Source: an optimization exercise on an open RTL-to-GDS flow (aim: small area, a short achievable clock period and few clock cycles per item). Production flows keep margins and buffers that such runs may drop. At most, simulation tests tie the RTL to the original design; equivalence was not proved. Function not checked in runs 2 and 3: the RTL went through the layout flow alone.

==> flow/design.v (outline; a module is shown in full before it is edited, if it fits) <==
// module mont_redc_ws: 1274 lines
module mont_redc_ws #(
    parameter int P_WIDTH  = 64,
    parameter int W_WIDTH  = 32,
    parameter int PD_WIDTH = 2 * P_WIDTH,
    parameter int NUM_W    = P_WIDTH / W_WIDTH
) (
    input  logic                clk,
    input  logic                rst_n,
    input  logic                in_valid,
    output logic                in_ready,
    input  logic [PD_WIDTH-1:0] Mul_in,
    input  logic [P_WIDTH-1:0]  N_in,
    input  logic [W_WIDTH-1:0]  Nprime_in,
    output logic                out_valid,
    input  logic                out_ready,
    output logic [P_WIDTH-1:0]  res_out,
    output logic [P_WIDTH:0]    res_raw_out
);
  // ...
==> flow/run.sh <==
#!/bin/bash
# synth_recipe.tcl (not shown) runs the flow's synth.tcl, then flattens the netlist and writes it again
# the make line also repeats each setting of config.mk as NAME=value (left out here)
make -C /OpenROAD-flow-scripts/flow DESIGN_CONFIG=/design/flow/config.mk WORK_HOME=/design/flow/orfs CLKGATE_MAP_FILE= SYNTH_SCRIPT=/design/flow/synth_recipe.tcl finish
==> flow/config.mk <==
export PLATFORM = sky130hd
export DESIGN_NAME = mont_redc_ws
export DESIGN_NICKNAME = mont_redc_ws
export VERILOG_FILES = /design/flow/design.v
export SDC_FILE = /design/flow/constraint.sdc
export NUM_CORES = 4
export LEC_CHECK = 0
export CAP_MARGIN = 20
export CORE_MARGIN = 2
export CORE_UTILIZATION = 40
export SLEW_MARGIN = 20
==> flow/constraint.sdc <==
create_clock -name core_clock -period 16.0 [get_ports {clk}]
set_input_delay 3.2000 -clock core_clock [delete_from_list [all_inputs] [get_ports {clk}]]
set_output_delay 3.2000 -clock core_clock [all_outputs]
set_load 0.01 [all_outputs]
==> flow_results.org, run 1 <==
** Layout
- Clock-cell share :: about 2.8%
- The layout has 59 clock buffers.
- Fin nets :: a little under 6000
- Top library cells by usage in the layout, fill and taps aside :: inv_1, fa_1, xnor2_1
- Non-clock buffering takes up 7.706% of total cell area after layout.
- Non-clock inverters in the final layout number about 640.
- Multi-input logic gates represent a cell area share of between 60% and 70%.

** Clock tree
- The later pin in the worst-skew pair is clocked with a latency of 0.62 ns.
- Total clock buffers created by CTS :: 40
- The H-tree was split into 2 levels.
- TritonCTS built the clock tree.

** Status
- Result of the run :: no timing/DRC/antenna violations

** Worst setup path
- For this design, the slowest cell found on the critical path is ha_1.
- Launching instance or port of the critical path :: np_q[3]$_DFF_P_
- Of all nets on the critical path, the largest fanout is 24.
- STA puts the critical path data required time at ~16 ns.

** STA
- Across the routed clock network, the largest skew measured is roughly 0.023 ns.
- The number of pins with negative max-slew slack in the final report was 0.
- Unrepaired setup endpoints after global routing :: no

** Min path
- Hold Path Stages :: 1

** Logic synthesis
- Unique masters post-synth :: 87
- Main synth FF type :: dfxtp_1
- After synthesis, the largest area contributor takes up between 20% and 30% of total cell area.
- Summing the areas of all compound-gate instances in the mapped netlist gives roughly 18% of the synthesized area.
- The largest total area in the synthesized netlist belongs to fa_1.

** Global route
- Met2 GRT Util :: roughly 44%

** Route
- After the first detailed-routing iteration, the DRC count stood at between 3000 and 4000.
- Per-cell routed wire length :: between 20 and 25 microns
- Vias after detailed routing :: around 36000
- Final WL :: 151700 microns

** Place
- Number of buffers inserted by port buffering :: approximately 330

** Die
- Horizontal die dimension :: 332.0 microns
Testbench counts, summed over its fixed seeds: cycles 48,016, items 4,800.
==> inputs of run 2 (changes only) <==
--- a/flow/design.v
+++ b/flow/design.v
@@ -14,53 +14,55 @@
     output logic                out_valid,
     input  logic                out_ready,
     output logic [P_WIDTH-1:0]  res_out,
     output logic [P_WIDTH:0]    res_raw_out
 );
     localparam logic [65:0] KCONST = 66'h2aaaaaaaaaaaaaaac;
     logic        st_load, st_step, st_fin;
     logic [2:0]  cnt;
-    logic        free, pv, go;
+    logic        free, pv, go, la_on;
+    assign la_on = ~st_load;
     logic [65:0] ws, wc;
     logic        cin, qtop;
     logic [7:0]  q_q, nt_q;
     logic [63:0] n_q, thi_q;
     logic [7:0]  np_q, tl_q;
+    logic [2:0] bnp [4];
+    for (genvar j = 0; j < 4; j++) begin : g_npenc
+        assign bnp[j] = {Nprime_in[2*j+1], Nprime_in[2*j], (j == 0) ? 1'b0 : Nprime_in[2*j-1]};
+        always_ff @(posedge clk) begin
+            onen[j] <= bnp[j][1] ^ bnp[j][0];
+            twon[j] <= (bnp[j] == 3'b011) || (bnp[j] == 3'b100);
+            negn[j] <= bnp[j][2];
+        end
+    end
     always_ff @(posedge clk) begin
         n_q   <= N_in;
         thi_q <= Mul_in[127:64];
         tl_q  <= Mul_in[7:0];
         np_q  <= Nprime_in[7:0];
     end
     logic [2:0] bd [4];
-    logic [2:0] bn [4];
     logic [3:0] one, two, neg, nneg, onen, twon, negn, one_a, two_a, neg_a;
     logic q7_a;
     assign bd[0] = {q_q[1], q_q[0], qtop};
-    assign bn[0] = {np_q[1], np_q[0], 1'b0};
     assign bd[1] = {q_q[3], q_q[2], q_q[1]};
-    assign bn[1] = {np_q[3], np_q[2], np_q[1]};
     assign bd[2] = {q_q[5], q_q[4], q_q[3]};
-    assign bn[2] = {np_q[5], np_q[4], np_q[3]};
     assign bd[3] = {q_q[7], q_q[6], q_q[5]};
-    assign bn[3] = {np_q[7], np_q[6], np_q[5]};
     for (genvar j = 0; j < 4; j++) begin : g_enc
         assign one[j]  = bd[j][1] ^ bd[j][0];
         assign two[j]  = (bd[j] == 3'b011) || (bd[j] == 3'b100);
         assign neg[j]  = bd[j][2];
         assign nneg[j] = ~bd[j][2];
-        assign onen[j] = bn[j][1] ^ bn[j][0];
-        assign twon[j] = (bn[j] == 3'b011) || (bn[j] == 3'b100);
-        assign negn[j] = bn[j][2];
-        assign one_a[j] = one[j] & st_step;
-        assign two_a[j] = two[j] & st_step;
-        assign neg_a[j] = neg[j] & st_step;
+        assign one_a[j] = one[j] & la_on;
+        assign two_a[j] = two[j] & la_on;
+        assign neg_a[j] = neg[j] & la_on;
     end
-    assign q7_a = q_q[7] & st_step;
+    assign q7_a = q_q[7] & la_on;
     logic [64:0] e0, e1, e2, e3;
     assign e0 = (({65{one[0]}} & {1'b0, n_q}) | ({65{two[0]}} & {n_q, 1'b0})) ^ {65{neg[0]}};
     assign e1 = (({65{one[1]}} & {1'b0, n_q}) | ({65{two[1]}} & {n_q, 1'b0})) ^ {65{neg[1]}};
     assign e2 = (({65{one[2]}} & {1'b0, n_q}) | ({65{two[2]}} & {n_q, 1'b0})) ^ {65{neg[2]}};
     assign e3 = (({65{one[3]}} & {1'b0, n_q}) | ({65{two[3]}} & {n_q, 1'b0})) ^ {65{neg[3]}};
     logic [73:0] ts, tc;
     wire t1, t2, t3, t4, t5, t6, t7, t8, t9, t10, t11, t12, t13, t14, t15, t16, t17, t18, t19, t20, t21, t22, t23, t24, t25, t26, t27, t28, t29, t30, t31, t32, t33, t34, t35, t36, t37, t38, t39, t40, t41, t42, t43, t44, t45, t46, t47, t48, t49, t50, t51, t52, t53, t54, t55, t56, t57, t58, t59, t60, t61, t62, t63, t64, t65, t66, t67, t68, t69, t70, t71, t72, t73, t74, t75, t76, t77, t78, t79, t80, t81, t82, t83, t84, t85, t86, t87, t88, t89, t90, t91, t92, t93, t94, t95, t96, t97, t98, t99, t100, t101, t102, t103, t104, t105, t106, t107, t108, t109, t110, t111, t112, t113, t114, t115, t116, t117, t118, t119, t120, t121, t122, t123, t124, t125, t126, t127, t128, t129, t130, t131, t132, t133, t134, t135, t136, t137, t138, t139, t140, t141, t142, t143, t144, t145, t146, t147, t148, t149, t150, t151, t152, t153, t154, t155, t156, t157, t158, t159, t160, t161, t162, t163, t164, t165, t166, t167, t168, t169, t170, t171, t172, t173, t174, t175, t176, t177, t178, t179, t180, t181, t182, t183, t184, t185, t186, t187, t188, t189, t190, t191, t192, t193, t194, t195, t196, t197, t198, t199, t200, t201, t202, t203, t204, t205, t206, t207, t208, t209, t210, t211, t212, t213, t214, t215, t216, t217, t218, t219, t220, t221, t222, t223, t224, t225, t226, t227, t228, t229, t230, t231, t232, t233, t234, t235, t236, t237, t238, t239, t240, t241, t242, t243, t244, t245, t246, t247, t248, t249, t250, t251, t252, t253, t254, t255, t256, t257, t258, t259, t260, t261, t262, t263, t264, t265, t266, t267, t268, t269, t270, t271, t272, t273, t274, t275, t276, t277, t278, t279, t280, t281, t282, t283, t284, t285, t286, t287, t288, t289, t290, t291, t292, t293, t294, t295, t296, t297, t298, t299, t300, t301, t302, t303, t304, t305, t306, t307, t308, t309, t310, t311, t312, t313, t314, t315, t316, t317, t318, t319, t320, t321, t322, t323, t324, t325, t326, t327, t328, t329, t330, t331, t332, t333, t334, t335, t336, t337, t338, t339, t340, t341, t342, t343, t344, t345, t346, t347, t348, t349, t350, t351, t352, t353, t354, t355, t356, t357, t358, t359, t360, t361, t362, t363, t364, t365, t366, t367, t368, t369, t370, t371, t372, t373, t374, t375, t376, t377, t378, t379, t380, t381, t382, t383, t384, t385, t386, t387, t388, t389, t390, t391, t392, t393, t394, t395, t396, t397, t398, t399, t400, t401, t402, t403, t404, t405, t406, t407, t408, t409, t410, t411, t412, t413, t414, t415, t416, t417, t418, t419, t420, t421, t422, t423, t424, t425, t426, t427, t428, t429, t430, t431, t432, t433, t434, t435, t436, t437, t438, t439, t440, t441, t442, t443, t444, t445, t446, t447, t448, t449, t450, t451, t452, t453, t454, t455, t456, t457, t458, t459, t460, t461, t462, t463, t464, t465, t466, t467, t468, t469, t470, t471, t472, t473, t474, t475, t476, t477, t478, t479, t480, t481, t482, t483, t484, t485, t486, t487, t488, t489, t490, t491, t492, t493, t494, t495, t496, t497, t498, t499, t500, t501, t502, t503, t504, t505, t506, t507, t508, t509, t510, t511, t512, t513, t514, t515, t516, t517, t518, t519, t520, t521, t522, t523, t524, t525, t526, t527, t528, t529, t530, t531, t532, t533, t534, t535, t536, t537, t538, t539, t540, t541, t542, t543, t544, t545, t546, t547, t548, t549, t550, t551, t552, t553, t554, t555, t556, t557, t558, t559, t560, t561, t562, t563, t564, t565, t566, t567, t568, t569, t570, t571, t572, t573, t574, t575, t576, t577, t578, t579, t580, t581, t582, t583, t584, t585, t586, t587, t588, t589, t590, t591, t592, t593, t594, t595, t596, t597, t598, t599, t600, t601, t602, t603, t604, t605, t606, t607, t608, t609, t610, t611, t612, t613, t614, t615, t616, t617, t618, t619, t620, t621, t622, t623, t624, t625, t626, t627, t628, t629, t630, t631, t632, t633, t634, t635, t636, t637, t638, t639, t640, t641, t642, t643, t644, t645, t646, t647, t648, t649, t650, t651, t652, t653, t654, t655, t656, t657, t658, t659, t660, t661, t662, t663, t664, t665, t666, t667, t668, t669, t670, t671, t672, t673, t674, t675, t676, t677, t678, t679, t680, t681, t682, t683, t684, t685, t686, t687, t688, t689, t690, t691, t692, t693, t694, t695, t696, t697, t698, t699, t700, t701, t702, t703, t704, t705, t706, t707, t708, t709, t710, t711, t712, t713, t714, t715, t716, t717, t718, t719, t720, t721, t722, t723, t724, t725, t726, t727, t728, t729, t730, t731, t732, t733, t734, t735, t736, t737, t738, t739, t740, t741, t742, t743, t744, t745, t746, t747, t748, t749, t750, t751, t752, t753, t754, t755, t756, t757, t758, t759, t760, t761, t762, t763, t764, t765, t766, t767, t768, t769, t770, t771, t772, t773, t774, t775, t776, t777, t778, t779, t780, t781, t782, t783, t784, t785, t786, t787, t788, t789, t790, t791, t792, t793, t794, t795, t796, t797, t798, t799, t800, t801, t802, t803, t804, t805, t806, t807, t808, t809, t810, t811, t812, t813, t814, t815, t816, t817, t818, t819, t820, t821, t822, t823, t824, t825, t826, t827, t828, t829, t830, t831, t832, t833, t834, t835, t836, t837, t838, t839, t840, t841, t842, t843, t844, t845, t846, t847, t848, t849, t850, t851, t852, t853, t854, t855, t856, t857, t858, t859, t860, t861, t862, t863, t864, t865, t866, t867, t868, t869, t870, t871, t872, t873, t874, t875, t876, t877, t878, t879, t880, t881, t882, t883, t884, t885, t886, t887, t888, t889, t890, t891, t892, t893, t894, t895, t896, t897, t898, t899, t900, t901, t902, t903, t904, t905, t906, t907, t908, t909, t910, t911, t912, t913, t914, t915, t916, t917, t918, t919, t920, t921, t922, t923, t924, t925, t926, t927, t928, t929, t930, t931, t932, t933, t934, t935, t936, t937, t938, t939, t940;
     assign t1 = ws[6] ^ wc[6];
@@ -718,55 +720,55 @@
     assign t653 = t376 ^ t515 ^ t514;
     assign t654 = (t376 & t515) | (t376 & t514) | (t515 & t514);
     assign t655 = t380 ^ t517 ^ t516;
     assign t656 = (t380 & t517) | (t380 & t516) | (t517 & t516);
     assign t657 = neg[2] ^ e3[63] ^ t518;
     assign t658 = (neg[2] & e3[63]) | (neg[2] & t518) | (e3[63] & t518);
     assign t659 = nneg[2] ^ e3[64];
     assign t660 = nneg[2] & e3[64];
-    assign t661 = st_step ^ (((onen[0] & wsx[10]) | (twon[0] & wsx[9])) ^ negn[0]);
-    assign t662 = st_step & (((onen[0] & wsx[10]) | (twon[0] & wsx[9])) ^ negn[0]);
-    assign t663 = st_step ^ (((onen[0] & wsx[11]) | (twon[0] & wsx[10])) ^ negn[0]);
-    assign t664 = st_step & (((onen[0] & wsx[11]) | (twon[0] & wsx[10])) ^ negn[0]);
-    assign t665 = st_step ^ (((onen[0] & wsx[12]) | (twon[0] & wsx[11])) ^ negn[0]) ^ (((onen[1] & wsx[10]) | (twon[1] & wsx[9])) ^ negn[1]);
-    assign t666 = (st_step & (((onen[0] & wsx[12]) | (twon[0] & wsx[11])) ^ negn[0])) | (st_step & (((onen[1] & wsx[10]) | (twon[1] & wsx[9])) ^ negn[1])) | ((((onen[0] & wsx[12]) | (twon[0] & wsx[11])) ^ negn[0]) & (((onen[1] & wsx[10]) | (twon[1] & wsx[9])) ^ negn[1]));
+    assign t661 = la_on ^ (((onen[0] & wsx[10]) | (twon[0] & wsx[9])) ^ negn[0]);
+    assign t662 = la_on & (((onen[0] & wsx[10]) | (twon[0] & wsx[9])) ^ negn[0]);
+    assign t663 = la_on ^ (((onen[0] & wsx[11]) | (twon[0] & wsx[10])) ^ negn[0]);
+    assign t664 = la_on & (((onen[0] & wsx[11]) | (twon[0] & wsx[10])) ^ negn[0]);
+    assign t665 = la_on ^ (((onen[0] & wsx[12]) | (twon[0] & wsx[11])) ^ negn[0]) ^ (((onen[1] & wsx[10]) | (twon[1] & wsx[9])) ^ negn[1]);
+    assign t666 = (la_on & (((onen[0] & wsx[12]) | (twon[0] & wsx[11])) ^ negn[0])) | (la_on & (((onen[1] & wsx[10]) | (twon[1] & wsx[9])) ^ negn[1])) | ((((onen[0] & wsx[12]) | (twon[0] & wsx[11])) ^ negn[0]) & (((onen[1] & wsx[10]) | (twon[1] & wsx[9])) ^ negn[1]));
     assign t667 = (((onen[2] & wsx[8]) | (twon[2] & wsx[7])) ^ negn[2]) ^ (((onen[3] & wsx[6]) | (twon[3] & wsx[5])) ^ negn[3]);
     assign t668 = (((onen[2] & wsx[8]) | (twon[2] & wsx[7])) ^ negn[2]) & (((onen[3] & wsx[6]) | (twon[3] & wsx[5])) ^ negn[3]);
-    assign t669 = st_step ^ (((onen[0] & wsx[13]) | (twon[0] & wsx[12])) ^ negn[0]) ^ (((onen[1] & wsx[11]) | (twon[1] & wsx[10])) ^ negn[1]);
-    assign t670 = (st_step & (((onen[0] & wsx[13]) | (twon[0] & wsx[12])) ^ negn[0])) | (st_step & (((onen[1] & wsx[11]) | (twon[1] & wsx[10])) ^ negn[1])) | ((((onen[0] & wsx[13]) | (twon[0] & wsx[12])) ^ negn[0]) & (((onen[1] & wsx[11]) | (twon[1] & wsx[10])) ^ negn[1]));
+    assign t669 = la_on ^ (((onen[0] & wsx[13]) | (twon[0] & wsx[12])) ^ negn[0]) ^ (((onen[1] & wsx[11]) | (twon[1] & wsx[10])) ^ negn[1]);
+    assign t670 = (la_on & (((onen[0] & wsx[13]) | (twon[0] & wsx[12])) ^ negn[0])) | (la_on & (((onen[1] & wsx[11]) | (twon[1] & wsx[10])) ^ negn[1])) | ((((onen[0] & wsx[13]) | (twon[0] & wsx[12])) ^ negn[0]) & (((onen[1] & wsx[11]) | (twon[1] & wsx[10])) ^ negn[1]));
     assign t671 = (((onen[2] & wsx[9]) | (twon[2] & wsx[8])) ^ negn[2]) ^ (((onen[3] & wsx[7]) | (twon[3] & wsx[6])) ^ negn[3]);
     assign t672 = (((onen[2] & wsx[9]) | (twon[2] & wsx[8])) ^ negn[2]) & (((onen[3] & wsx[7]) | (twon[3] & wsx[6])) ^ negn[3]);
-    assign t673 = st_step ^ (((onen[0] & wsx[14]) | (twon[0] & wsx[13])) ^ negn[0]) ^ (((onen[1] & wsx[12]) | (twon[1] & wsx[11])) ^ negn[1]);
-    assign t674 = (st_step & (((onen[0] & wsx[14]) | (twon[0] & wsx[13])) ^ negn[0])) | (st_step & (((onen[1] & wsx[12]) | (twon[1] & wsx[11])) ^ negn[1])) | ((((onen[0] & wsx[14]) | (twon[0] & wsx[13])) ^ negn[0]) & (((onen[1] & wsx[12]) | (twon[1] & wsx[11])) ^ negn[1]));
+    assign t673 = la_on ^ (((onen[0] & wsx[14]) | (twon[0] & wsx[13])) ^ negn[0]) ^ (((onen[1] & wsx[12]) | (twon[1] & wsx[11])) ^ negn[1]);
+    assign t674 = (la_on & (((onen[0] & wsx[14]) | (twon[0] & wsx[13])) ^ negn[0])) | (la_on & (((onen[1] & wsx[12]) | (twon[1] & wsx[11])) ^ negn[1])) | ((((onen[0] & wsx[14]) | (twon[0] & wsx[13])) ^ negn[0]) & (((onen[1] & wsx[12]) | (twon[1] & wsx[11])) ^ negn[1]));
     assign t675 = (((onen[2] & wsx[10]) | (twon[2] & wsx[9])) ^ negn[2]) ^ (((onen[3] & wsx[8]) | (twon[3] & wsx[7])) ^ negn[3]) ^ (np_q[7] & wsx[6]);
     assign t676 = ((((onen[2] & wsx[10]) | (twon[2] & wsx[9])) ^ negn[2]) & (((onen[3] & wsx[8]) | (twon[3] & wsx[7])) ^ negn[3])) | ((((onen[2] & wsx[10]) | (twon[2] & wsx[9])) ^ negn[2]) & (np_q[7] & wsx[6])) | ((((onen[3] & wsx[8]) | (twon[3] & wsx[7])) ^ negn[3]) & (np_q[7] & wsx[6]));
     assign t677 = (((onen[0] & wcx[14]) | (twon[0] & wcx[13])) ^ negn[0]) ^ (((onen[1] & wcx[12]) | (twon[1] & wcx[11])) ^ negn[1]);
     assign t678 = (((onen[0] & wcx[14]) | (twon[0] & wcx[13])) ^ negn[0]) & (((onen[1] & wcx[12]) | (twon[1] & wcx[11])) ^ negn[1]);
-    assign t679 = st_step ^ (((onen[0] & wsx[15]) | (twon[0] & wsx[14])) ^ negn[0]) ^ (((onen[1] & wsx[13]) | (twon[1] & wsx[12])) ^ negn[1]);
+    assign t679 = la_on ^ (((onen[0] & wsx[15]) | (twon[0] & wsx[14])) ^ negn[0]) ^ (((onen[1] & wsx[13]) | (twon[1] & wsx[12])) ^ negn[1]);
     assign t680 = (((onen[2] & wsx[11]) | (twon[2] & wsx[10])) ^ negn[2]) ^ (((onen[3] & wsx[9]) | (twon[3] & wsx[8])) ^ negn[3]) ^ (np_q[7] & wsx[7]);
     assign t681 = (((onen[0] & wcx[15]) | (twon[0] & wcx[14])) ^ negn[0]) ^ (((onen[1] & wcx[13]) | (twon[1] & wcx[12])) ^ negn[1]);
     assign t682 = negn[2] ^ negn[2];
     assign t683 = negn[2] & negn[2];
-    assign t684 = negn[3] ^ negn[3] ^ (st_step & ~q_q[6]);
-    assign t685 = (negn[3] & negn[3]) | (negn[3] & (st_step & ~q_q[6])) | (negn[3] & (st_step & ~q_q[6]));
+    assign t684 = negn[3] ^ negn[3] ^ (la_on & ~q_q[6]);
+    assign t685 = (negn[3] & negn[3]) | (negn[3] & (la_on & ~q_q[6])) | (negn[3] & (la_on & ~q_q[6]));
     assign t686 = (((onen[0] & wsx[6]) | (twon[0] & wsx[5])) ^ negn[0]) ^ (((onen[1] & wsx[4]) | (twon[1] & wsx[3])) ^ negn[1]);
     assign t687 = (((onen[0] & wsx[6]) | (twon[0] & wsx[5])) ^ negn[0]) & (((onen[1] & wsx[4]) | (twon[1] & wsx[3])) ^ negn[1]);
-    assign t688 = (st_step & ~q_q[7]) ^ (((onen[0] & wsx[7]) | (twon[0] & wsx[6])) ^ negn[0]) ^ (((onen[1] & wsx[5]) | (twon[1] & wsx[4])) ^ negn[1]);
-    assign t689 = ((st_step & ~q_q[7]) & (((onen[0] & wsx[7]) | (twon[0] & wsx[6])) ^ negn[0])) | ((st_step & ~q_q[7]) & (((onen[1] & wsx[5]) | (twon[1] & wsx[4])) ^ negn[1])) | ((((onen[0] & wsx[7]) | (twon[0] & wsx[6])) ^ negn[0]) & (((onen[1] & wsx[5]) | (twon[1] & wsx[4])) ^ negn[1]));
+    assign t688 = (la_on & ~q_q[7]) ^ (((onen[0] & wsx[7]) | (twon[0] & wsx[6])) ^ negn[0]) ^ (((onen[1] & wsx[5]) | (twon[1] & wsx[4])) ^ negn[1]);
+    assign t689 = ((la_on & ~q_q[7]) & (((onen[0] & wsx[7]) | (twon[0] & wsx[6])) ^ negn[0])) | ((la_on & ~q_q[7]) & (((onen[1] & wsx[5]) | (twon[1] & wsx[4])) ^ negn[1])) | ((((onen[0] & wsx[7]) | (twon[0] & wsx[6])) ^ negn[0]) & (((onen[1] & wsx[5]) | (twon[1] & wsx[4])) ^ negn[1]));
     assign t690 = (((onen[2] & wsx[3]) | (twon[2] & wsx[2])) ^ negn[2]) ^ (((onen[3] & wsx[1]) | (twon[3] & wsx[0])) ^ negn[3]);
     assign t691 = (((onen[2] & wsx[3]) | (twon[2] & wsx[2])) ^ negn[2]) & (((onen[3] & wsx[1]) | (twon[3] & wsx[0])) ^ negn[3]);
-    assign t692 = st_step ^ (((onen[0] & wsx[8]) | (twon[0] & wsx[7])) ^ negn[0]) ^ (((onen[1] & wsx[6]) | (twon[1] & wsx[5])) ^ negn[1]);
-    assign t693 = (st_step & (((onen[0] & wsx[8]) | (twon[0] & wsx[7])) ^ negn[0])) | (st_step & (((onen[1] & wsx[6]) | (twon[1] & wsx[5])) ^ negn[1])) | ((((onen[0] & wsx[8]) | (twon[0] & wsx[7])) ^ negn[0]) & (((onen[1] & wsx[6]) | (twon[1] & wsx[5])) ^ negn[1]));
+    assign t692 = la_on ^ (((onen[0] & wsx[8]) | (twon[0] & wsx[7])) ^ negn[0]) ^ (((onen[1] & wsx[6]) | (twon[1] & wsx[5])) ^ negn[1]);
+    assign t693 = (la_on & (((onen[0] & wsx[8]) | (twon[0] & wsx[7])) ^ negn[0])) | (la_on & (((onen[1] & wsx[6]) | (twon[1] & wsx[5])) ^ negn[1])) | ((((onen[0] & wsx[8]) | (twon[0] & wsx[7])) ^ negn[0]) & (((onen[1] & wsx[6]) | (twon[1] & wsx[5])) ^ negn[1]));
     assign t694 = (((onen[2] & wsx[4]) | (twon[2] & wsx[3])) ^ negn[2]) ^ (((onen[3] & wsx[2]) | (twon[3] & wsx[1])) ^ negn[3]) ^ (np_q[7] & wsx[0]);
     assign t695 = ((((onen[2] & wsx[4]) | (twon[2] & wsx[3])) ^ negn[2]) & (((onen[3] & wsx[2]) | (twon[3] & wsx[1])) ^ negn[3])) | ((((onen[2] & wsx[4]) | (twon[2] & wsx[3])) ^ negn[2]) & (np_q[7] & wsx[0])) | ((((onen[3] & wsx[2]) | (twon[3] & wsx[1])) ^ negn[3]) & (np_q[7] & wsx[0]));
     assign t696 = (((onen[0] & wcx[8]) | (twon[0] & wcx[7])) ^ negn[0]) ^ (((onen[1] & wcx[6]) | (twon[1] & wcx[5])) ^ negn[1]) ^ (((onen[2] & wcx[4]) | (twon[2] & wcx[3])) ^ negn[2]);
     assign t697 = ((((onen[0] & wcx[8]) | (twon[0] & wcx[7])) ^ negn[0]) & (((onen[1] & wcx[6]) | (twon[1] & wcx[5])) ^ negn[1])) | ((((onen[0] & wcx[8]) | (twon[0] & wcx[7])) ^ negn[0]) & (((onen[2] & wcx[4]) | (twon[2] & wcx[3])) ^ negn[2])) | ((((onen[1] & wcx[6]) | (twon[1] & wcx[5])) ^ negn[1]) & (((onen[2] & wcx[4]) | (twon[2] & wcx[3])) ^ negn[2]));
-    assign t698 = st_step ^ (((onen[0] & wsx[9]) | (twon[0] & wsx[8])) ^ negn[0]) ^ (((onen[1] & wsx[7]) | (twon[1] & wsx[6])) ^ negn[1]);
-    assign t699 = (st_step & (((onen[0] & wsx[9]) | (twon[0] & wsx[8])) ^ negn[0])) | (st_step & (((onen[1] & wsx[7]) | (twon[1] & wsx[6])) ^ negn[1])) | ((((onen[0] & wsx[9]) | (twon[0] & wsx[8])) ^ negn[0]) & (((onen[1] & wsx[7]) | (twon[1] & wsx[6])) ^ negn[1]));
+    assign t698 = la_on ^ (((onen[0] & wsx[9]) | (twon[0] & wsx[8])) ^ negn[0]) ^ (((onen[1] & wsx[7]) | (twon[1] & wsx[6])) ^ negn[1]);
+    assign t699 = (la_on & (((onen[0] & wsx[9]) | (twon[0] & wsx[8])) ^ negn[0])) | (la_on & (((onen[1] & wsx[7]) | (twon[1] & wsx[6])) ^ negn[1])) | ((((onen[0] & wsx[9]) | (twon[0] & wsx[8])) ^ negn[0]) & (((onen[1] & wsx[7]) | (twon[1] & wsx[6])) ^ negn[1]));
     assign t700 = (((onen[2] & wsx[5]) | (twon[2] & wsx[4])) ^ negn[2]) ^ (((onen[3] & wsx[3]) | (twon[3] & wsx[2])) ^ negn[3]) ^ (np_q[7] & wsx[1]);
     assign t701 = ((((onen[2] & wsx[5]) | (twon[2] & wsx[4])) ^ negn[2]) & (((onen[3] & wsx[3]) | (twon[3] & wsx[2])) ^ negn[3])) | ((((onen[2] & wsx[5]) | (twon[2] & wsx[4])) ^ negn[2]) & (np_q[7] & wsx[1])) | ((((onen[3] & wsx[3]) | (twon[3] & wsx[2])) ^ negn[3]) & (np_q[7] & wsx[1]));
     assign t702 = (((onen[0] & wcx[9]) | (twon[0] & wcx[8])) ^ negn[0]) ^ (((onen[1] & wcx[7]) | (twon[1] & wcx[6])) ^ negn[1]) ^ (((onen[2] & wcx[5]) | (twon[2] & wcx[4])) ^ negn[2]);
     assign t703 = ((((onen[0] & wcx[9]) | (twon[0] & wcx[8])) ^ negn[0]) & (((onen[1] & wcx[7]) | (twon[1] & wcx[6])) ^ negn[1])) | ((((onen[0] & wcx[9]) | (twon[0] & wcx[8])) ^ negn[0]) & (((onen[2] & wcx[5]) | (twon[2] & wcx[4])) ^ negn[2])) | ((((onen[1] & wcx[7]) | (twon[1] & wcx[6])) ^ negn[1]) & (((onen[2] & wcx[5]) | (twon[2] & wcx[4])) ^ negn[2]));
     assign t704 = (((onen[1] & wsx[8]) | (twon[1] & wsx[7])) ^ negn[1]) ^ (((onen[2] & wsx[6]) | (twon[2] & wsx[5])) ^ negn[2]) ^ (((onen[3] & wsx[4]) | (twon[3] & wsx[3])) ^ negn[3]);
     assign t705 = ((((onen[1] & wsx[8]) | (twon[1] & wsx[7])) ^ negn[1]) & (((onen[2] & wsx[6]) | (twon[2] & wsx[5])) ^ negn[2])) | ((((onen[1] & wsx[8]) | (twon[1] & wsx[7])) ^ negn[1]) & (((onen[3] & wsx[4]) | (twon[3] & wsx[3])) ^ negn[3])) | ((((onen[2] & wsx[6]) | (twon[2] & wsx[5])) ^ negn[2]) & (((onen[3] & wsx[4]) | (twon[3] & wsx[3])) ^ negn[3]));
     assign t706 = (np_q[7] & wsx[2]) ^ (((onen[0] & wcx[10]) | (twon[0] & wcx[9])) ^ negn[0]) ^ (((onen[1] & wcx[8]) | (twon[1] & wcx[7])) ^ negn[1]);
     assign t707 = ((np_q[7] & wsx[2]) & (((onen[0] & wcx[10]) | (twon[0] & wcx[9])) ^ negn[0])) | ((np_q[7] & wsx[2]) & (((onen[1] & wcx[8]) | (twon[1] & wcx[7])) ^ negn[1])) | ((((onen[0] & wcx[10]) | (twon[0] & wcx[9])) ^ negn[0]) & (((onen[1] & wcx[8]) | (twon[1] & wcx[7])) ^ negn[1]));
@@ -807,26 +809,26 @@
     assign t742 = (((one_a[2] & nt_q[2]) | (two_a[2] & nt_q[1])) ^ neg_a[2]) ^ ((one_a[3] & nt_q[0]) ^ neg_a[3]) ^ t673;
     assign t743 = ((((one_a[2] & nt_q[2]) | (two_a[2] & nt_q[1])) ^ neg_a[2]) & ((one_a[3] & nt_q[0]) ^ neg_a[3])) | ((((one_a[2] & nt_q[2]) | (two_a[2] & nt_q[1])) ^ neg_a[2]) & t673) | (((one_a[3] & nt_q[0]) ^ neg_a[3]) & t673);
     assign t744 = (((onen[2] & wcx[11]) | (twon[2] & wcx[10])) ^ negn[2]) ^ (((onen[3] & wcx[9]) | (twon[3] & wcx[8])) ^ negn[3]) ^ (np_q[7] & wcx[7]);
     assign t745 = t678 ^ t681 ^ t674;
     assign t746 = t676 ^ (((one_a[0] & nt_q[7]) | (two_a[0] & nt_q[6])) ^ neg_a[0]) ^ (((one_a[1] & nt_q[5]) | (two_a[1] & nt_q[4])) ^ neg_a[1]);
     assign t747 = (((one_a[2] & nt_q[3]) | (two_a[2] & nt_q[2])) ^ neg_a[2]) ^ (((one_a[3] & nt_q[1]) | (two_a[3] & nt_q[0])) ^ neg_a[3]) ^ t679;
     assign t748 = negn[0] ^ negn[0];
     assign t749 = negn[0] & negn[0];
-    assign t750 = negn[1] ^ negn[1] ^ (st_step & ~q_q[2]);
-    assign t751 = (negn[1] & negn[1]) | (negn[1] & (st_step & ~q_q[2])) | (negn[1] & (st_step & ~q_q[2]));
-    assign t752 = (st_step & ~q_q[3]) ^ (((onen[0] & wsx[3]) | (twon[0] & wsx[2])) ^ negn[0]);
-    assign t753 = (st_step & ~q_q[3]) & (((onen[0] & wsx[3]) | (twon[0] & wsx[2])) ^ negn[0]);
-    assign t754 = (st_step & ~q_q[4]) ^ t682 ^ (((onen[0] & wsx[4]) | (twon[0] & wsx[3])) ^ negn[0]);
-    assign t755 = ((st_step & ~q_q[4]) & t682) | ((st_step & ~q_q[4]) & (((onen[0] & wsx[4]) | (twon[0] & wsx[3])) ^ negn[0])) | (t682 & (((onen[0] & wsx[4]) | (twon[0] & wsx[3])) ^ negn[0]));
+    assign t750 = negn[1] ^ negn[1] ^ (la_on & ~q_q[2]);
+    assign t751 = (negn[1] & negn[1]) | (negn[1] & (la_on & ~q_q[2])) | (negn[1] & (la_on & ~q_q[2]));
+    assign t752 = (la_on & ~q_q[3]) ^ (((onen[0] & wsx[3]) | (twon[0] & wsx[2])) ^ negn[0]);
+    assign t753 = (la_on & ~q_q[3]) & (((onen[0] & wsx[3]) | (twon[0] & wsx[2])) ^ negn[0]);
+    assign t754 = (la_on & ~q_q[4]) ^ t682 ^ (((onen[0] & wsx[4]) | (twon[0] & wsx[3])) ^ negn[0]);
+    assign t755 = ((la_on & ~q_q[4]) & t682) | ((la_on & ~q_q[4]) & (((onen[0] & wsx[4]) | (twon[0] & wsx[3])) ^ negn[0])) | (t682 & (((onen[0] & wsx[4]) | (twon[0] & wsx[3])) ^ negn[0]));
     assign t756 = (((onen[1] & wsx[2]) | (twon[1] & wsx[1])) ^ negn[1]) ^ ((onen[2] & wsx[0]) ^ negn[2]) ^ (((onen[0] & wcx[4]) | (twon[0] & wcx[3])) ^ negn[0]);
     assign t757 = ((((onen[1] & wsx[2]) | (twon[1] & wsx[1])) ^ negn[1]) & ((onen[2] & wsx[0]) ^ negn[2])) | ((((onen[1] & wsx[2]) | (twon[1] & wsx[1])) ^ negn[1]) & (((onen[0] & wcx[4]) | (twon[0] & wcx[3])) ^ negn[0])) | (((onen[2] & wsx[0]) ^ negn[2]) & (((onen[0] & wcx[4]) | (twon[0] & wcx[3])) ^ negn[0]));
-    assign t758 = t683 ^ (st_step & ~q_q[5]) ^ (((onen[0] & wsx[5]) | (twon[0] & wsx[4])) ^ negn[0]);
-    assign t759 = (t683 & (st_step & ~q_q[5])) | (t683 & (((onen[0] & wsx[5]) | (twon[0] & wsx[4])) ^ negn[0])) | ((st_step & ~q_q[5]) & (((onen[0] & wsx[5]) | (twon[0] & wsx[4])) ^ negn[0]));
+    assign t758 = t683 ^ (la_on & ~q_q[5]) ^ (((onen[0] & wsx[5]) | (twon[0] & wsx[4])) ^ negn[0]);
+    assign t759 = (t683 & (la_on & ~q_q[5])) | (t683 & (((onen[0] & wsx[5]) | (twon[0] & wsx[4])) ^ negn[0])) | ((la_on & ~q_q[5]) & (((onen[0] & wsx[5]) | (twon[0] & wsx[4])) ^ negn[0]));
     assign t760 = (((onen[1] & wsx[3]) | (twon[1] & wsx[2])) ^ negn[1]) ^ (((onen[2] & wsx[1]) | (twon[2] & wsx[0])) ^ negn[2]) ^ (((onen[0] & wcx[5]) | (twon[0] & wcx[4])) ^ negn[0]);
     assign t761 = ((((onen[1] & wsx[3]) | (twon[1] & wsx[2])) ^ negn[1]) & (((onen[2] & wsx[1]) | (twon[2] & wsx[0])) ^ negn[2])) | ((((onen[1] & wsx[3]) | (twon[1] & wsx[2])) ^ negn[1]) & (((onen[0] & wcx[5]) | (twon[0] & wcx[4])) ^ negn[0])) | ((((onen[2] & wsx[1]) | (twon[2] & wsx[0])) ^ negn[2]) & (((onen[0] & wcx[5]) | (twon[0] & wcx[4])) ^ negn[0]));
     assign t762 = (((onen[1] & wcx[3]) | (twon[1] & wcx[2])) ^ negn[1]) ^ (((onen[2] & wcx[1]) | (twon[2] & wcx[0])) ^ negn[2]);
     assign t763 = (((onen[1] & wcx[3]) | (twon[1] & wcx[2])) ^ negn[1]) & (((onen[2] & wcx[1]) | (twon[2] & wcx[0])) ^ negn[2]);
     assign t764 = (((onen[2] & wsx[2]) | (twon[2] & wsx[1])) ^ negn[2]) ^ ((onen[3] & wsx[0]) ^ negn[3]) ^ (((onen[0] & wcx[6]) | (twon[0] & wcx[5])) ^ negn[0]);
     assign t765 = ((((onen[2] & wsx[2]) | (twon[2] & wsx[1])) ^ negn[2]) & ((onen[3] & wsx[0]) ^ negn[3])) | ((((onen[2] & wsx[2]) | (twon[2] & wsx[1])) ^ negn[2]) & (((onen[0] & wcx[6]) | (twon[0] & wcx[5])) ^ negn[0])) | (((onen[3] & wsx[0]) ^ negn[3]) & (((onen[0] & wcx[6]) | (twon[0] & wcx[5])) ^ negn[0]));
     assign t766 = (((onen[1] & wcx[4]) | (twon[1] & wcx[3])) ^ negn[1]) ^ (((onen[2] & wcx[2]) | (twon[2] & wcx[1])) ^ negn[2]) ^ ((onen[3] & wcx[0]) ^ negn[3]);
     assign t767 = ((((onen[1] & wcx[4]) | (twon[1] & wcx[3])) ^ negn[1]) & (((onen[2] & wcx[2]) | (twon[2] & wcx[1])) ^ negn[2])) | ((((onen[1] & wcx[4]) | (twon[1] & wcx[3])) ^ negn[1]) & ((onen[3] & wcx[0]) ^ negn[3])) | ((((onen[2] & wcx[2]) | (twon[2] & wcx[1])) ^ negn[2]) & ((onen[3] & wcx[0]) ^ negn[3]));
@@ -878,20 +880,20 @@
     assign t813 = (t729 & t731) | (t729 & t736) | (t731 & t736);
     assign t814 = t675 ^ t738 ^ t733;
     assign t815 = (t675 & t738) | (t675 & t733) | (t738 & t733);
     assign t816 = t735 ^ t740 ^ t742;
     assign t817 = (t735 & t740) | (t735 & t742) | (t740 & t742);
     assign t818 = t737 ^ t744 ^ t680;
     assign t819 = t739 ^ t741 ^ t745;
     assign t820 = t746 ^ t743 ^ t747;
-    assign t821 = (st_step & ~q_q[0]) ^ ~(qtop & st_step) ^ t748;
-    assign t822 = ((st_step & ~q_q[0]) & ~(qtop & st_step)) | ((st_step & ~q_q[0]) & t748) | (~(qtop & st_step) & t748);
-    assign t823 = t749 ^ (st_step & ~q_q[1]) ^ (((onen[0] & wsx[1]) | (twon[0] & wsx[0])) ^ negn[0]);
-    assign t824 = (t749 & (st_step & ~q_q[1])) | (t749 & (((onen[0] & wsx[1]) | (twon[0] & wsx[0])) ^ negn[0])) | ((st_step & ~q_q[1]) & (((onen[0] & wsx[1]) | (twon[0] & wsx[0])) ^ negn[0]));
+    assign t821 = (la_on & ~q_q[0]) ^ ~(qtop & la_on) ^ t748;
+    assign t822 = ((la_on & ~q_q[0]) & ~(qtop & la_on)) | ((la_on & ~q_q[0]) & t748) | (~(qtop & la_on) & t748);
+    assign t823 = t749 ^ (la_on & ~q_q[1]) ^ (((onen[0] & wsx[1]) | (twon[0] & wsx[0])) ^ negn[0]);
+    assign t824 = (t749 & (la_on & ~q_q[1])) | (t749 & (((onen[0] & wsx[1]) | (twon[0] & wsx[0])) ^ negn[0])) | ((la_on & ~q_q[1]) & (((onen[0] & wsx[1]) | (twon[0] & wsx[0])) ^ negn[0]));
     assign t825 = (((onen[0] & wsx[2]) | (twon[0] & wsx[1])) ^ negn[0]) ^ ((onen[1] & wsx[0]) ^ negn[1]) ^ (((onen[0] & wcx[2]) | (twon[0] & wcx[1])) ^ negn[0]);
     assign t826 = ((((onen[0] & wsx[2]) | (twon[0] & wsx[1])) ^ negn[0]) & ((onen[1] & wsx[0]) ^ negn[1])) | ((((onen[0] & wsx[2]) | (twon[0] & wsx[1])) ^ negn[0]) & (((onen[0] & wcx[2]) | (twon[0] & wcx[1])) ^ negn[0])) | (((onen[1] & wsx[0]) ^ negn[1]) & (((onen[0] & wcx[2]) | (twon[0] & wcx[1])) ^ negn[0]));
     assign t827 = ((onen[1] & wcx[0]) ^ negn[1]) ^ (cinx & np_q[2]);
     assign t828 = ((onen[1] & wcx[0]) ^ negn[1]) & (cinx & np_q[2]);
     assign t829 = (((onen[1] & wsx[1]) | (twon[1] & wsx[0])) ^ negn[1]) ^ (((onen[0] & wcx[3]) | (twon[0] & wcx[2])) ^ negn[0]) ^ (((onen[1] & wcx[1]) | (twon[1] & wcx[0])) ^ negn[1]);
     assign t830 = ((((onen[1] & wsx[1]) | (twon[1] & wsx[0])) ^ negn[1]) & (((onen[0] & wcx[3]) | (twon[0] & wcx[2])) ^ negn[0])) | ((((onen[1] & wsx[1]) | (twon[1] & wsx[0])) ^ negn[1]) & (((onen[1] & wcx[1]) | (twon[1] & wcx[0])) ^ negn[1])) | ((((onen[0] & wcx[3]) | (twon[0] & wcx[2])) ^ negn[0]) & (((onen[1] & wcx[1]) | (twon[1] & wcx[0])) ^ negn[1]));
     assign t831 = (cinx & np_q[3]) ^ t752 ^ t751;
     assign t832 = ((cinx & np_q[3]) & t752) | ((cinx & np_q[3]) & t751) | (t752 & t751);
@@ -1154,19 +1156,19 @@
     logic [65:0] ws_step, wc_step;
     logic        cin_step;
     assign ws_step  = ts[73:8];
     assign wc_step  = tc[73:8];
     assign cin_step = |(ts[7:0] | tc[7:0]);
     logic [15:0] wsx, wcx, la_s, la_c;
     logic        cinx;
     logic [7:0]  la_next;
-    assign wsx  = st_step ? ws[15:0] : n_q[15:0];
-    assign wcx  = st_step ? wc[15:0] : 16'd0;
-    assign cinx = st_step & cin;
+    assign wsx  = la_on ? ws[15:0] : n_q[15:0];
+    assign wcx  = la_on ? wc[15:0] : 16'd0;
+    assign cinx = la_on & cin;
     assign la_s[0] = t910;
     assign la_c[0] = t821;
     assign la_s[1] = t911;
     assign la_c[1] = t912;
     assign la_s[2] = t913;
     assign la_c[2] = t914;
     assign la_s[3] = t915;
     assign la_c[3] = t916;
==> flow_results.org, run 2 <==
** Status
- Result of the run :: no timing/DRC/antenna violations (unchanged)

** Route
- The detail-routed via count per cell is 5.693 (was 5.745).
- The final wirelength is 151000 microns (was 151700 microns).
- Number of iterations in the first detailed-routing pass :: 6 (unchanged)
- The detailed router's first-iteration violation count was 3650 (was 3534).
- The number of routed nets with antenna violations is 0 (unchanged).
- The vias after detailed routing was 35340 (was 35880).
- The final routed DRC violation total was 0 (unchanged).
- Per-cell routed wire length :: 24.32 microns (was 24.30 microns)

** Logic synthesis
- The count of yosys warnings during synthesis was 3 (unchanged).
- Synth Area in Compound Gates :: 16.85% (was 17.65%)
- The synthesized-area fraction occupied by xor and xnor cells came to 12.49% (was 12.03%).
- Fraction of the mapped netlist area in adder cells :: 33.37% (was 33.12%)
- Portion of synthesized cell area occupied by the leading cell type :: 24.00% (was 23.78%)
- Synth area leaders: fa_1, edfxtp_1, xnor2_1 (unchanged).
- The average footprint of a synthesized cell came to 9.106 sq um (was 9.109 sq um).
- The largest family of logic cells by synthesized area is adder cells (unchanged).
- The area fraction in and, or, nand and nor cells after synthesis came to 7.921% (was 8.431%).
- #FFs+latches synth :: 307 (was 300)
- The post-synthesis cell type count was 79 (was 87).
- Cell type contributing the most total cell area after synthesis :: fa_1 (unchanged)
- The mapped cell area was 42620 sq um (was 43020 sq um).
- Multiplexer area fraction after synthesis :: 2.628% (was 2.626%)
- Cell types with the highest counts after synthesis :: inv_1, fa_1, xnor2_1, a22oi_1, nand2_1 (was inv_1, fa_1, xnor2_1, nand2_1, ha_1)
- Leading cell type by number of instances after synthesis :: inv_1 (unchanged)
- The total nets after synthesis came to 5738 (was 5783).
- Main synth FF type :: dfxtp_1 (unchanged)
- The number of enable-type register cells in the synthesized netlist was 147 (unchanged).
- Synth Instances :: 4680 (was 4723)
- Sequential fraction of the synthesis area :: 17.87% (was 17.38%)
- The fraction of synthesis flops using an asynchronous set or reset pin came to 0% (unchanged).

** Worst setup path
- Flop-to-flop setup slack :: 8.76 ns (was 8.29 ns)
- The endpoint arrival time on the critical path is 7.63 ns (was 8.05 ns).
- The cell occurring most often along the worst timing path was xnor2_1 (was fa_1).
- The worst setup path startpoint is q_q[3]$_DFFE_PP_ (was np_q[3]$_DFF_P_).
- Cell count of the worst reg-to-reg path :: 24 (unchanged)
- Largest incremental delay on the critical path :: 0.79 ns (was 1.23 ns)
- Maximum fanout along the worst path :: 65 (was 24)
- The capture point of the worst path is q_q[7]$_DFFE_PP_ (unchanged).
- Startpoint type of the worst setup path :: register (unchanged)
- Type of destination of the critical path :: register (unchanged)
- The endpoint required time on the critical path was 16.38 ns (was 16.34 ns).
- The critical path's slowest cell was buf_4 (was ha_1).
- The origin of the critical flop-to-flop path was q_q[3]$_DFFE_PP_ (was np_q[3]$_DFF_P_).
- Crit path cell chain: buf_4, buf_4, ha_1, mux2_2, buf_4, a22oi_1, xnor2_1, nand2_1, fa_1, fa_1, inv_1, fa_1, inv_1, fa_1, xnor2_1, xnor2_1, xnor2_1, xnor2_1, xnor2_1, xnor2_1, xnor2_1, xnor2_1, nor2_1, a21oi_1 (was buf_4, clkinv_1, ha_1, a22o_1, nand2_1, xnor2_1, fa_1, fa_1, inv_1, fa_1, fa_1, nor4_1, nand4_1, fa_1, a21o_1, a21oi_1, o21bai_1, a21oi_1, o21bai_1, a21oi_1, xnor2_1, xnor2_1, nor2_1, a21oi_1).
- The capture instance of the worst register-to-register path is q_q[7]$_DFFE_PP_ (unchanged).
- The class of the most critical setup path was register to register (unchanged).

** Clock tree
- The post-CTS resize count came to 0 (unchanged).
- The master cell of the clock root buffer was clkbuf_16 (unchanged).
- Post-CTS setup buffer count :: 0 (unchanged)
- The total number of H-tree levels was 2 (unchanged).
- Hold buffer count at cts :: 0 (unchanged)
- Clock tree from TritonCTS :: built (unchanged)
- The clock-pin slew reported for the worst setup and hold paths after clock tree synthesis came to 0.06 ns (about the same).
- Max clock buf depth :: 3 (unchanged)
- Total clock buffers created by CTS :: 44 (was 40)
- Worst-Skew Late Latency :: 0.65 ns (was 0.62 ns)
- Sinks on Clock Net :: 307 (was 300)

** Min path
- The worst hold path depth was 1 (unchanged).
- Min-delay worst type :: register to register (unchanged)

** Place
- Cell area after placement :: 46880 sq um (was 47150 sq um)
- The placed wire-length estimate was 114200 microns (about the same).
- Setup slack at placement :: 8.855 ns (was 8.390 ns)
- Number of buffers inserted by port buffering :: 334 (unchanged)
- The weighted congestion at the end of routability-driven global placement was 0.9349 (was 0.9996).

** STA
- Final Hold Slack :: 0.5014 ns (was 0.5046 ns)
- The smallest setup slack after layout came to 8.757 ns (was 8.292 ns).
- Unrepaired setup endpoints after global routing: no (unchanged).
- Setup TNS after final layout :: 0 ns (unchanged)
- The final clock skew was 0.04636 ns (was 0.02343 ns).
- The total of endpoints with negative setup slack in the final report is 0 (unchanged).
- Top achievable clock speed :: 0.1381 GHz (was 0.1297 GHz)
- Number of endpoints with negative hold slack in the final report :: 0 (unchanged)
- Shortest period the worst path allows :: 7.243 ns (was 7.708 ns)
- Tightest Pin Transition :: 1.157 ns (was 1.112 ns)
- The relative max-transition margin was 22.87% (was 25.87%).
- Share of the clock period used by the worst path after layout :: 45.27% (was 48.18%)
- The number of pins with negative max-slew slack in the final report came to 0 (unchanged).

** Global route
- The first-pass GRT wire length is 228300 microns (was 229900 microns).
- The initial antenna violation count was 1 (was 2).
- Global-route usage over all layers :: 27.62% (was 27.21%)
- The maximum number of pins on one net before global-route repair came to 112 (was 107).
- Vias in the first global route :: 36370 (was 36310)
- Overflow after GRT :: 0 (unchanged)

** Layout
- The layout cell share with drive strength beyond 1 is 3.945% (was 3.657%).
- The commonest non-fill, non-tap cell in the layout was inv_1 (unchanged).
- The post-route cell area was 48390 sq um (was 48550 sq um).
- Top library cells by usage in the layout, fill and taps aside: inv_1, fa_1, xnor2_1 (unchanged).
- The number of flip-flops in the largest register was 65 (unchanged).
- Filler Cell Count :: 10250 (was 10400)
- The area added between synthesis and finish came to 13.55% (was 12.85%).
- The largest register by flop count is ws (unchanged).
- Fin nets :: 5838 (was 5869)

** Die
- The die extent in x came to 330.4 microns (was 332.0 microns).
- The overall die height is 330.4 microns (was 332.0 microns).
- The top-level port count came to 359 (unchanged).
- Core Area :: 105400 sq um (was 106900 sq um)
- Die area :: 109200 sq um (was 110200 sq um)
- Site Rows :: 119 (was 120)
- Starting utilization of the core area :: 40.43% (was 40.24%)

** Job
- The count of maximum capacitance violations was 0 (unchanged).
==> run 2: logic make-up (layout without fill, tap and decap cells) <==
group	count (synthesis)	count (layout)
AO/OA/AOI/OAI	1073	1073
buffers and inverters	999	1135
AND/OR/NAND/NOR	755	755
multiplexers	109	109
adder cells (fa/ha/maj)	830	830
XOR/XNOR	607	607
other	0	1
flip-flops	307	307
==> run 2: metrics by stage <==
| step | utilization [%] | std cells |
|---|---|---|
| after global placement | 44.47 | 6125 |
| after CTS | 45.89 | 6207 |
| after floorplan | - | 4680 |
| final | 45.90 | 6208 |
| after global routing | 45.90 | 6207 |
| after detailed placement | 44.47 | 6125 |
==> run 2: final cells by class <==
class / count / area [sq um] / area share, %
clock buffers: 60 / 1299 / 2.684
diodes: 1 / 2.502 / 0.005171
flip-flops and latches: 307 / 7631 / 15.77
clock inverters: 22 / 200.2 / 0.4137
repair buffers: 384 / 3731 / 7.710
multi-input cells: 3374 / 31280 / 64.63
well taps: 1391 / 1740 / 3.597
inverters: 669 / 2511 / 5.189
==> run 2: critical path, delay by kind of cell (launching register included) <==
kind | cells | cell delay (ns)
simple gates | 2 | 0.22
mux | 1 | 0.19
flops | 1 | 0.35
xor+xnor | 9 | 1.48
buf+inv | 5 | 2.24
fa+ha+maj | 5 | 2.20
compound gates | 2 | 0.24
==> run 2: worst min path at each step <==
stage / startpoint / to / slack, ns
6_report: cnt[2]$_SDFFE_PN0P_ / in_ready$_SDFF_PN0_ / 0.50
5_1_grt: cnt[2]$_SDFFE_PN0P_ / in_ready$_SDFF_PN0_ / 0.53
4_1_cts: cnt[2]$_SDFFE_PN0P_ / in_ready$_SDFF_PN0_ / 0.51
3_5_place_dp: cnt[2]$_SDFFE_PN0P_ / in_ready$_SDFF_PN0_ / 0.50
3_3_place_gp: cnt[2]$_SDFFE_PN0P_ / in_ready$_SDFF_PN0_ / 0.49
2_1_floorplan: cnt[2]$_SDFFE_PN0P_ / in_ready$_SDFF_PN0_ / 0.48
==> run 2: layer usage <==
layer	track usage [%]	part of all wire [%]	up-vias
li1	-	-	15810
met1	36.86	41	17470
met2	45.10	47	1727
met3	4.252	7.7	330
met4	10.59	4.3	0
met5	0	0	-
==> inputs of run 3 (changes only) <==
--- a/flow/config.mk
+++ b/flow/config.mk
@@ -8,4 +8,4 @@
 export CAP_MARGIN = 20
 export CORE_MARGIN = 2
 export CORE_UTILIZATION = 40
-export SLEW_MARGIN = 20
+export SLEW_MARGIN = 60
==> flow_results.org, run 3 <==
** Clock tree
- The clock-pin slew reported for the worst setup and hold paths after clock tree synthesis was 0.06 ns (about the same).
- The number of buffers on the longest clock path is 3 (unchanged).
- Hold buffer count at cts :: 0 (unchanged)
- Clock tree from TritonCTS :: built (unchanged)
- Post-CTS setup buffer count :: 0 (unchanged)
- The post-CTS resize count came to 0 (unchanged).
- CTS H-Tree Depth :: 2 (unchanged)
- Worst-Skew Late Latency :: 0.65 ns (about the same)
- The number of clock sinks seen by CTS was 307 (unchanged).
- The master cell of the clock root buffer is clkbuf_16 (unchanged).
- The number of buffers added by the clock tree synthesis step came to 43 (was 44).

** Layout
- Fin nets :: 5852 (was 5838)
- Largest register by flop count :: ws (unchanged)
- The number of flip-flops in the largest register came to 65 (unchanged).
- Area taken by multi-input logic gates :: 31360 sq um (was 31280 sq um)
- Final core utilization :: 46.39% (was 45.90%)
- Filler Cell Count :: 10160 (was 10250)
- The commonest non-fill, non-tap cell in the layout is inv_1 (unchanged).
- The area added between synthesis and finish came to 14.75% (was 13.55%).
- Top library cells by usage in the layout, fill and taps aside: inv_1, fa_1, xnor2_1 (unchanged).
- The sequential cell area in the final layout is 7659 sq um (was 7631 sq um).
- Share of cells above drive strength 1 :: 4.825% (was 3.945%)

** Logic synthesis
- The fraction of synthesis flops using an asynchronous set or reset pin is 0% (unchanged).
- Synth area leaders :: fa_1, edfxtp_1, xnor2_1 (unchanged)
- The register bit count reported by yosys came to 307 (unchanged).
- Dominant combinational cell family by area after synthesis :: adder cells (unchanged)
- Sequential fraction of the synthesis area :: 17.87% (unchanged)
- Cell type contributing the most total cell area after synthesis :: fa_1 (unchanged)
- The total nets after synthesis was 5738 (unchanged).
- Avg Synthesized Cell Area :: 9.106 sq um (unchanged)
- Summed instance area of the synthesized netlist :: 42620 sq um (unchanged)
- Main synth FF type :: dfxtp_1 (unchanged)
- The fraction of the mapped netlist area in compound gates came to 16.85% (unchanged).
- Xor/xnor cell area share of the yosys netlist :: 12.49% (unchanged)
- Leading cell type by number of instances after synthesis :: inv_1 (unchanged)
- The post-synthesis instance total is 4680 (unchanged).
- Cell types with the highest counts after synthesis: inv_1, fa_1, xnor2_1, a22oi_1, nand2_1 (unchanged).
- The count of yosys warnings during synthesis was 3 (unchanged).
- The number of enable-type register cells in the synthesized netlist is 147 (unchanged).
- The share of Yosys cell area claimed by the top area cell type came to 24.00% (unchanged).
- Fraction of the mapped netlist area in adder cells :: 33.37% (unchanged)
- The share of cell area taken by muxes after synthesis was 2.628% (unchanged).
- Unique masters post-synth :: 79 (unchanged)
- Basic-gate share of the synthesized area counting and, or, nand and nor cells :: 7.921% (unchanged)

** Die
- Number of ports placed on the die boundary :: 359 (unchanged)
- Site Rows :: 119 (unchanged)
- Starting utilization of the core area :: 40.43% (unchanged)
- The overall die height is 330.4 microns (unchanged).
- The placeable core area came to 105400 sq um (unchanged).
- The area of the die came to 109200 sq um (unchanged).
- The die extent in x came to 330.4 microns (unchanged).

** Global route
- The maximum number of pins on one net before global-route repair came to 69 (was 112).
- The via count of the first global-routing pass is 36410 (was 36370).
- The first-pass GRT wire length is 229500 microns (was 228300 microns).
- The final global-route overflow total is 0 (unchanged).
- The initial antenna violation count came to 0 (was 1).
- Global-route usage over all layers :: 27.76% (was 27.62%)

** Worst setup path
- Worst path most repeated cell :: inv_1 (was xnor2_1)
- The number of buffers and inverters on the critical path came to 6 (was 5).
- The class of the most critical setup path was register to register (unchanged).
- The endpoint required time on the critical path was 16.35 ns (was 16.38 ns).
- The critical path's slowest cell is edfxtp_1 (was buf_4).
- The sort of element at the end of the critical path is a register (unchanged).
- The gate family responsible for the most delay along the worst path is adder cells (was buffers and inverters).
- The biggest fanout along the worst timing path was 26 (was 65).
- Crit path cell chain :: inv_1, fa_1, inv_1, ha_1, inv_1, fa_1, inv_1, ha_1, a21oi_1, o21ai_0, a32o_1, or4_1, nand3_1, a21oi_1, nor4_1, a311oi_2, a221oi_2, xnor2_4, buf_4, buf_12, mux2i_1, o21ai_0 (was buf_4, buf_4, ha_1, mux2_2, buf_4, a22oi_1, xnor2_1, nand2_1, fa_1, fa_1, inv_1, fa_1, inv_1, fa_1, xnor2_1, xnor2_1, xnor2_1, xnor2_1, xnor2_1, xnor2_1, xnor2_1, xnor2_1, nor2_1, a21oi_1)
- Startpoint type of the worst setup path :: register (unchanged)
- The endpoint arrival time on the critical path came to 6.98 ns (was 7.63 ns).
- Largest incremental delay on the critical path :: 0.71 ns (was 0.79 ns)

** STA
- Final Hold Slack :: 0.5062 ns (was 0.5014 ns)
- Unrepaired setup endpoints after global routing: no (unchanged).
- Tightest Pin Transition :: 0.6345 ns (was 1.157 ns)
- The smallest setup slack after layout is 9.377 ns (was 8.757 ns).
- The number of pins with negative max-slew slack in the final report is 0 (unchanged).
- The setup TNS came to 0 ns (unchanged).
- The relative max-transition margin came to 57.70% (was 22.87%).
- Number of endpoints with negative hold slack in the final report :: 0 (unchanged)
- The maximum clock frequency was 0.1510 GHz (was 0.1381 GHz).
- The total of endpoints with negative setup slack in the final report is 0 (unchanged).
- The final clock skew came to 0.04464 ns (was 0.04636 ns).
- Share of the clock period used by the worst path after layout :: 41.40% (was 45.27%)
- The final critical-path required period is 6.623 ns (was 7.243 ns).

** Min path
- Min-delay worst type :: register to register (unchanged)

** Job
- The count of maximum capacitance violations came to 0 (unchanged).

** Place
- HPWL after detailed placement :: 115000 microns (was 114200 microns)
- The weighted congestion at the end of routability-driven global placement came to 0.9349 (unchanged).
- The worst-case setup slack after placement was 9.372 ns (was 8.855 ns).
- Number of buffers inserted by port buffering :: 334 (unchanged)

** Status
- Result of the run :: no timing/DRC/antenna violations (unchanged)

** Route
- The average wire per cell in the routed design is 24.31 microns (was 24.32 microns).
- The detail-routed via count per cell is 5.695 (was 5.693).
- The number of routed nets with antenna violations was 0 (unchanged).
- The detailed router's first-iteration violation count came to 3498 (was 3650).
- Number of iterations in the first detailed-routing pass :: 6 (unchanged)
- Final WL :: 151300 microns (was 151000 microns)
- Residual DRC :: 0 (unchanged)
- The vias after detailed routing came to 35440 (was 35340).
## run 3: cell counts after synthesis
Identical to the previous run, type by type.
## run 3: per-stage QoR
step | area (sq um) | cells
CTS | 48730 | 6214
global route | 48890 | 6220
floorplan | 42620 | 4680
finish | 48900 | 6223
global placement | 46880 | 6125
detailed placement | 47240 | 6134
## run 3: worst register-to-register path: cells and delay by family, from the launching register on
family | cells | cell delay, ns
AOI/OAI and AO/OA | 7 | 1.44
and+or+nand+nor | 3 | 1.06
xor gates and xnor gates | 1 | 0.17
buffers and inverters | 6 | 0.91
adders and majority gates | 4 | 1.74
DFF | 1 | 0.71
muxes | 1 | 0.31
## run 3: kinds of logic (layout without fill, tap and decap cells)
family,Yosys count,after routing
compound gates,1073,1073
xor+xnor,607,607
fa+ha+maj,830,830
buf+inv,999,1148
flops,307,307
mux,109,109
other cells,0,3
simple gates,755,755
## run 3: final timing paths
check,cells past startpoint,end,start,slack [ns]
max,22,wc[34]$_DFFE_PP_,wc[6]$_DFFE_PP_,9.38
min reg2reg,1,in_ready$_SDFF_PN0_,cnt[2]$_SDFFE_PN0P_,0.51
min,1,in_ready$_SDFF_PN0_,cnt[2]$_SDFFE_PN0P_,0.51
max reg2reg,22,wc[34]$_DFFE_PP_,wc[6]$_DFFE_PP_,9.38
## run 3: layer usage
metal | wire length (microns) | global-route usage, % | up-vias
met5 | 0 | 0 | -
met4 | 6125 | 10.18 | 0
met3 | 12160 | 4.791 | 319
met2 | 70920 | 45.50 | 1689
met1 | 62040 | 36.76 | 17600
li1 | - | - | 15840
## run 3: layout make-up
cell class	instances	share of cell area, %
Tap cell	1391	3.559
Clock inverter	23	0.4299
Sequential cell	307	15.66
Antenna cell	3	0.01535
Multi-Input combinational cell	3374	64.12
Clock buffer	57	2.630
Timing Repair Buffer	399	8.426
Inverter	669	5.156

-- afterwards: timing with drivers on the ports --
Ports are ideal in the flow. The routed layouts listed here were re-timed in OpenROAD.
Step 1, drivers: a clkbuf_16 drives clk and a buf_2 each remaining input, both assumed.
Step 2 also shifts input and output timing later by t, the mid clock arrival at the registers, as if the neighbouring blocks saw the same clock.
Slacks: ideal / step 1 / step 2; pairs: ideal / step 1.
| run | t (ns) | setup WS [ns] | pins driven straight from the clock port |
|---|---|---|---|
| run 1 | 0.682 | 8.292 / 8.292 / 8.292 | 1 |
| run 2 | 0.693 | 8.757 / 8.757 / 8.757 | 1 |
| run 3 | 0.695 | 9.377 / 9.377 / 9.377 | 1 |
After both steps every run listed still meets setup and hold.
